From an optimization exercise on the open Yosys and OpenROAD flow, aimed at small area and a short achievable clock period; shortcuts taken in it are not production practice. RTL that was checked went through simulation tests only; none was proved equivalent to the original. Power is estimated from default activity; no workload was simulated.

== job 101 ==
## tawas
module tawas
(
  input  logic                      clk,
  input  logic                      reset,
  output logic [24-1:0]    iaddr,
  input  logic [31:0]               idata,
  output logic [31:0]               daddr,
  output logic                      dcs,
  output logic                      dwr,
  output logic [31:0]               dout,
  input  logic [31:0]               din,
  output logic [4-1:0] halted
);
clock: 10.0 ns
lec_check: 0
cap_margin: 20
core_margin: 2
core_utilization: 40
slew_margin: 20
synth_hierarchical: 1
synth_minimum_keep_size: 0
standard.sh (not shown) runs the stock make flow with config.mk's settings and CLKGATE_MAP_FILE= SYNTH_SCRIPT=/design/flow/synth_recipe.tcl, a recipe that flattens the netlist after the stock synthesis.
==> flow/flow/run.sh <==
#!/bin/bash
set -euo pipefail
export BUFFER_PORTS_ARGS="-buffer_cell sky130_fd_sc_hd__buf_2"
export SETUP_SLACK_MARGIN=6.0
export CTS_ARGS="-sink_clustering_enable -repair_clock_nets -dont_use_dummy_load -sink_clustering_size 30 -sink_clustering_max_diameter 60"
bash standard.sh > standard_flow.log 2>&1
Setup changes, job 101 to job 102
--- a/flow/flow/run.sh
+++ b/flow/flow/run.sh
@@ -3,3 +3,3 @@
 export BUFFER_PORTS_ARGS="-buffer_cell sky130_fd_sc_hd__buf_2"
-export SETUP_SLACK_MARGIN=6.0
+export SETUP_SLACK_MARGIN=6.3
 export CTS_ARGS="-sink_clustering_enable -repair_clock_nets -dont_use_dummy_load -sink_clustering_size 30 -sink_clustering_max_diameter 60"
Launching element of the worst setup path = idata[22]: job 101; launching element of the worst setup path = idata[24]: job 102. On final layout net count: job 102 sits above job 101. Non-clock buffer count (job 101 / job 102): 0.930. Compared with job 101, job 102 shows sequential share of layout area lower by 0.50 points. The run with more setup slack is job 102; job 101 has less.
Changes in job 103 relative to job 102:
--- a/flow/flow/run.sh
+++ b/flow/flow/run.sh
@@ -3,3 +3,3 @@
 export BUFFER_PORTS_ARGS="-buffer_cell sky130_fd_sc_hd__buf_2"
-export SETUP_SLACK_MARGIN=6.3
+export SETUP_SLACK_MARGIN=5.7
 export CTS_ARGS="-sink_clustering_enable -repair_clock_nets -dont_use_dummy_load -sink_clustering_size 30 -sink_clustering_max_diameter 60"
Results
- Job 103: no failed stages, no open violations at the end
- Job 102 finished every stage and its layout cleared the timing, DRC and antenna checks.
- On total wire length after detailed routing: job 103 sits below job 102.
- Delta (job 103 minus job 102): logic gate share of total power shrank by 0.6 points, proportion of cell area occupied by multi-input gates shrank by 0.22 points, wire length on met2 shrank by about 4.3%, initial antenna violation count grew by 2, post-route minimum period grew by 0.40 ns.
- Total placed instance area (lower): job 103
- Job 103 against job 102: sequential share of power has decreased, clock buffer count has increased, routed wirelength normalized by instance count has decreased.
The following lists how job 104 was set up differently from job 103:
==> flow/flow/run.sh <==
#!/bin/bash
set -euo pipefail
export BUFFER_PORTS_ARGS="-buffer_cell sky130_fd_sc_hd__buf_2"
export SETUP_SLACK_MARGIN=6.3
export CTS_ARGS="-sink_clustering_enable -repair_clock_nets -dont_use_dummy_load -sink_clustering_size 24 -sink_clustering_max_diameter 80"
bash standard.sh > standard_flow.log 2>&1
## What came out
From job 103 to job 104 the numbers moved as follows: count of buffer and inverter cells on the critical path increased 1; met3 wire length moved up.
Number of setup buffers added after CTS came out higher on job 104 than on job 103.
Max freq job 103 -> job 104: improved
Going from job 103 to job 104, worst setup slack rose 0.37 ns, total routed wire length on the met1 layer has increased, filler-free cell count of the finished design went up, register-to-register slack shows an increase of 0.52 ns, number of global-route vias before repair now sits higher.

## v21
tawas, a different RTL version from the one above (not shown whole).
For scale: roughly 3400 cells after synthesis, ~1300 flip-flops, roughly 160 I/O pins.
Settings: LEC_CHECK=0, CAP_MARGIN=20, CORE_MARGIN=2, CORE_UTILIZATION=40, SLEW_MARGIN=20, SYNTH_HIERARCHICAL=1, SYNTH_MINIMUM_KEEP_SIZE=0; clock period 10.0 ns.
==> flow/flow/run.sh <==
#!/bin/bash
set -euo pipefail
export BUFFER_PORTS_ARGS="-buffer_cell sky130_fd_sc_hd__buf_2"
export SETUP_SLACK_MARGIN=6.3
export CTS_ARGS="-sink_clustering_enable -repair_clock_nets -dont_use_dummy_load -sink_clustering_size 30 -sink_clustering_max_diameter 60"
bash standard.sh > standard_flow.log 2>&1
Edits applied to the flow inputs when going from v21 to v20:
Settings: swapping 40 for 55 in CORE_UTILIZATION.
[summary]
- Between v20 and v21, it is v20 whose actual transition at the worst max-transition pin is higher, by 0.18 ns.
- The count of non-CTS inverters in the layout on v21 is in line with that on v20.
- v20 ended up with a higher final worst-path setup slack than v21 did.
- Summary of the comparison: combinational gate power is higher in v20, relative to v21.
No run of this note included a check of the RTL's function; only the layout flow was run.

Another version of the RTL of tawas (not shown whole).
For scale: roughly 1300 flip-flops, roughly 160 I/O pins, ~42000 um2 of cells after synthesis.
make LEC_CHECK=0 ABC_CLOCK_PERIOD_IN_PS=4000 CAP_MARGIN=20 CORE_MARGIN=2 CORE_UTILIZATION=40 SETUP_SLACK_MARGIN=5 SLEW_MARGIN=20 finish   # period 10.0 ns
run.sh (not shown) runs the stock make flow with config.mk's settings and CLKGATE_MAP_FILE= SYNTH_SCRIPT=/design/flow/synth_recipe.tcl, a recipe that flattens the netlist after the stock synthesis.
Stock flow here: none of the scripts above is used.
The first run completed without violations.
Then changed:
==> flow/flow/run.sh (new file) <==
#!/bin/bash
set -euo pipefail
export BUFFER_PORTS_ARGS="-buffer_cell sky130_fd_sc_hd__buf_2"
bash standard.sh > standard_flow.log 2>&1
==> flow/standard.sh (new file) <==
#!/bin/bash
# synth_recipe.tcl (not shown) runs the flow's synth.tcl, then flattens the netlist and writes it again
# the make line also repeats each setting of config.mk as NAME=value (left out here)
make -C /OpenROAD-flow-scripts/flow DESIGN_CONFIG=/design/flow/config.mk WORK_HOME=/design/flow/orfs CLKGATE_MAP_FILE= SYNTH_SCRIPT=/design/flow/synth_recipe.tcl "${@:-finish}"
removed: flow/run.sh
Clock-buffer cell count went up by 16.
Die area is unchanged.
Power decreases slightly.
Worst hold slack gets worse by 0.020 ns.
First-iteration DRC count came out higher by roughly a tenth.
Non-clock buffer count fell by 2.
Synthesized area is unchanged.
Wire length drops slightly.
Via count goes down slightly.
Then changed:
--- a/flow/flow/run.sh
+++ b/flow/flow/run.sh
@@ -3,0 +4 @@
+export SETUP_SLACK_MARGIN=6.3
Settings changed: ABC_CLOCK_PERIOD_IN_PS 4000 to not set, SETUP_SLACK_MARGIN 5 to not set.
Result: Clock skew drops by 0.016 ns; worst hold slack improves by 0.0080 ns; area after synthesis stays the same; setup slack improves by 0.53 ns; clock-buffer cell count drops by 5; cell area climbs by 5.2%.

v6:
tawas, a different RTL version from the one above (not shown whole).
Size in the first run: about 160 I/O pins, ~0.041 mm² of cells after synthesis.
==> flow/design.v (excerpt) <==
module tawas
(
  input  logic                      clk,
  input  logic                      reset,
  output logic [24-1:0]    iaddr,
  input  logic [31:0]               idata,
  output logic [31:0]               daddr,
  output logic                      dcs,
  output logic                      dwr,
  output logic [31:0]               dout,
  input  logic [31:0]               din,
  output logic [4-1:0] halted
);
clock: 10.0 ns
lec_check: 0
cap_margin: 20
core_margin: 2
core_utilization: 40
slew_margin: 20
synth_hierarchical: 1
synth_minimum_keep_size: 0
standard.sh (not shown) runs the stock make flow with config.mk's settings and CLKGATE_MAP_FILE= SYNTH_SCRIPT=/design/flow/synth_recipe.tcl, a recipe that flattens the netlist after the stock synthesis.
==> flow/flow/run.sh <==
#!/bin/bash
set -euo pipefail
export BUFFER_PORTS_ARGS="-buffer_cell sky130_fd_sc_hd__buf_2"
export SETUP_SLACK_MARGIN=6.6
export CTS_ARGS="-sink_clustering_enable -repair_clock_nets -dont_use_dummy_load -sink_clustering_size 30 -sink_clustering_max_diameter 60"
bash standard.sh > standard_flow.log 2>&1
Edits applied to the flow inputs when going from v6 to v7:
--- a/flow/flow/run.sh
+++ b/flow/flow/run.sh
@@ -3,3 +3,3 @@
 export BUFFER_PORTS_ARGS="-buffer_cell sky130_fd_sc_hd__buf_2"
-export SETUP_SLACK_MARGIN=6.6
+export SETUP_SLACK_MARGIN=6.3
 export CTS_ARGS="-sink_clustering_enable -repair_clock_nets -dont_use_dummy_load -sink_clustering_size 30 -sink_clustering_max_diameter 60"
==> run summary <==
- Summary of v7 over v6: filler cell count went up by 45, cell area shrank by 790 µm², length of routed met3 wiring now smaller, fmax now larger.
- v7: post-route clock period utilization 0.50 points below v6
- Sort v7 and v6 by count of cells along the worst register-to-register path, descending, and v7 comes first.
- The share of total power consumed by net switching in v7 sits 0.15 points below the value recorded for v6.
- In terms of power in the clock group, v6 and v7 differ only marginally.
- NOTE: setup slack in v7 exceeds that of v6
- Looking at global routing usage on met2, v7 sits 0.91 points higher than v6 does.
- According to the power report, total power for v7 is lower than for v6.
No run of this note included a check of the RTL's function; only the layout flow was run.

## run A
tawas, a different RTL version from the one above (not shown whole).
Size in the first run: roughly 1300 flip-flops, roughly 160 I/O pins, ~41000 um^2 of cells after synthesis.
==> flow/design.v (excerpt) <==
module tawas
(
  input  logic                      clk,
  input  logic                      reset,
  output logic [24-1:0]    iaddr,
  input  logic [31:0]               idata,
  output logic [31:0]               daddr,
  output logic                      dcs,
  output logic                      dwr,
  output logic [31:0]               dout,
  input  logic [31:0]               din,
  output logic [4-1:0] halted
);
export LEC_CHECK = 0
export CAP_MARGIN = 20
export CORE_MARGIN = 2
export CORE_UTILIZATION = 40
export SLEW_MARGIN = 20
export SYNTH_HIERARCHICAL = 1
export SYNTH_MINIMUM_KEEP_SIZE = 0
create_clock -name core_clock -period 10.0 [get_ports {clk}]
==> flow/flow/run.sh <==
#!/bin/bash
set -euo pipefail
export BUFFER_PORTS_ARGS="-buffer_cell sky130_fd_sc_hd__buf_2"
export SETUP_SLACK_MARGIN=6.3
export CTS_ARGS="-sink_clustering_enable -repair_clock_nets -dont_use_dummy_load -sink_clustering_size 16 -sink_clustering_max_diameter 50 -buf_list sky130_fd_sc_hd__clkbuf_8"
bash standard.sh > standard_flow.log 2>&1
Edits applied to the flow inputs when going from run A to run B:
==> flow/flow/run.sh <==
#!/bin/bash
set -euo pipefail
export BUFFER_PORTS_ARGS="-buffer_cell sky130_fd_sc_hd__buf_2"
export SETUP_SLACK_MARGIN=6.3
export CTS_ARGS="-sink_clustering_enable -repair_clock_nets -dont_use_dummy_load -sink_clustering_size 30 -sink_clustering_max_diameter 60"
bash standard.sh > standard_flow.log 2>&1
diff --git a/flow/config.mk b/flow/config.mk
--- a/flow/config.mk
+++ b/flow/config.mk
@@ -8,5 +8,5 @@
 export CAP_MARGIN = 20
 export CORE_MARGIN = 2
-export CORE_UTILIZATION = 40
+export CORE_UTILIZATION = 60
 export SLEW_MARGIN = 20
 export SYNTH_HIERARCHICAL = 1
## What came out
Re share of the final layout cell area in multi-input gates: run B is 0.23 points up on run A. Diff run A -> run B | total power | increase of about 3.3%. Diff run A -> run B: shortest period the worst path allows increased 0.15 ns, logic depth of the worst setup path including buffers has decreased.
### run B -> run C
diff --git a/flow/config.mk b/flow/config.mk
--- a/flow/config.mk
+++ b/flow/config.mk
@@ -8,5 +8,5 @@
 export CAP_MARGIN = 20
 export CORE_MARGIN = 2
-export CORE_UTILIZATION = 60
+export CORE_UTILIZATION = 40
 export SLEW_MARGIN = 20
 export SYNTH_HIERARCHICAL = 1
==> comparison <==
In run C the clock buffer instance count of the final layout turned out 14% lower than in run B.
idata[22] as the first element of the critical path was reported by run B, and idata[23] by run C.
Higher share of the clock period used by the worst path after layout goes to run B over run C.
On number of multi-input logic gates, run B and run C are basically level.
Lower number of fill cells goes to run B over run C.
met2 layer usage reported by global route came out lower on run C than on run B.
Delta (run C minus run B): routed via count divided by cell count shrank by 0.72, total power shrank by 1.9%.
Looking at final cell count across run B and run C, the one that comes out lower is run B.
Summary of run C over run B: routing usage on met1 went down 12 points, setup fix buffers added after clock tree synthesis went down about 9%.
Function was not checked in any run of this note: the RTL went through the layout flow alone.

==> port drivers added, routing unchanged <==
No port has a modelled driver above. Below, the same layouts with a new extraction and two added sets of constraints. Step 1, drivers: a clkbuf_16 drives clk and a buf_2 each remaining input, both assumed. Step 2 also shifts input and output timing later by t, the mid clock arrival at the registers, as if the neighbouring blocks saw the same clock. Three values: ideal ports, drivers, drivers and shift; two values: the first two.
run	shift t [ns]	setup slack, ns	hold WS [ns]	worst setup path at the end	worst register clock-pin slew, ns
job 101	0.686	5.981 / 5.960 / 5.274	0.245 / 0.245 / 0.245	input to register	0.11 / 0.11
job 102	0.733	6.056 / 6.046 / 5.313	0.258 / 0.258 / 0.258	input to register	0.11 / 0.11
job 103	0.679	5.657 / 5.661 / 4.982	0.265 / 0.265 / 0.265	input to register	0.11 / 0.11
job 104	0.723	6.026 / 6.010 / 5.287	0.299 / 0.299 / 0.299	input to register	0.10 / 0.10
v21	0.691	5.812 / 5.832 / 5.141	0.270 / 0.270 / 0.270	input to register	0.11 / 0.11
v20	0.679	5.922 / 5.942 / 5.262	0.281 / 0.281 / 0.281	input to register	0.11 / 0.11
the first run of note 3	0.760	5.079 / 5.021 / 4.356	0.314 / 0.314 / 0.314	input to register	0.07 / 0.07
the second run of note 3	0.770	5.160 / 5.097 / 4.410	0.294 / 0.294 / 0.294	input to register	0.07 / 0.07
the third run of note 3	0.766	5.692 / 5.536 / 4.770	0.302 / 0.302 / 0.302	input to register	0.07 / 0.07
v6	0.717	5.836 / 5.831 / 5.115	0.276 / 0.276 / 0.276	input to register	0.11 / 0.11
v7	0.715	5.887 / 5.905 / 5.191	0.273 / 0.273 / 0.273	input to register	0.11 / 0.11
run A	0.782	6.077 / 6.052 / 5.270	0.288 / 0.288 / 0.288	input to register	0.10 / 0.10
run B	0.663	5.924 / 5.928 / 5.265	0.277 / 0.277 / 0.277	input to register	0.11 / 0.11
run C	0.726	6.010 / 5.989 / 5.263	0.277 / 0.277 / 0.277	input to register	0.11 / 0.11
After both steps setup and hold are still met in every run listed. The setup slack of the third run of note 3, which loses most, moves by -0.156 ns with the drivers and by -0.922 ns with both steps.
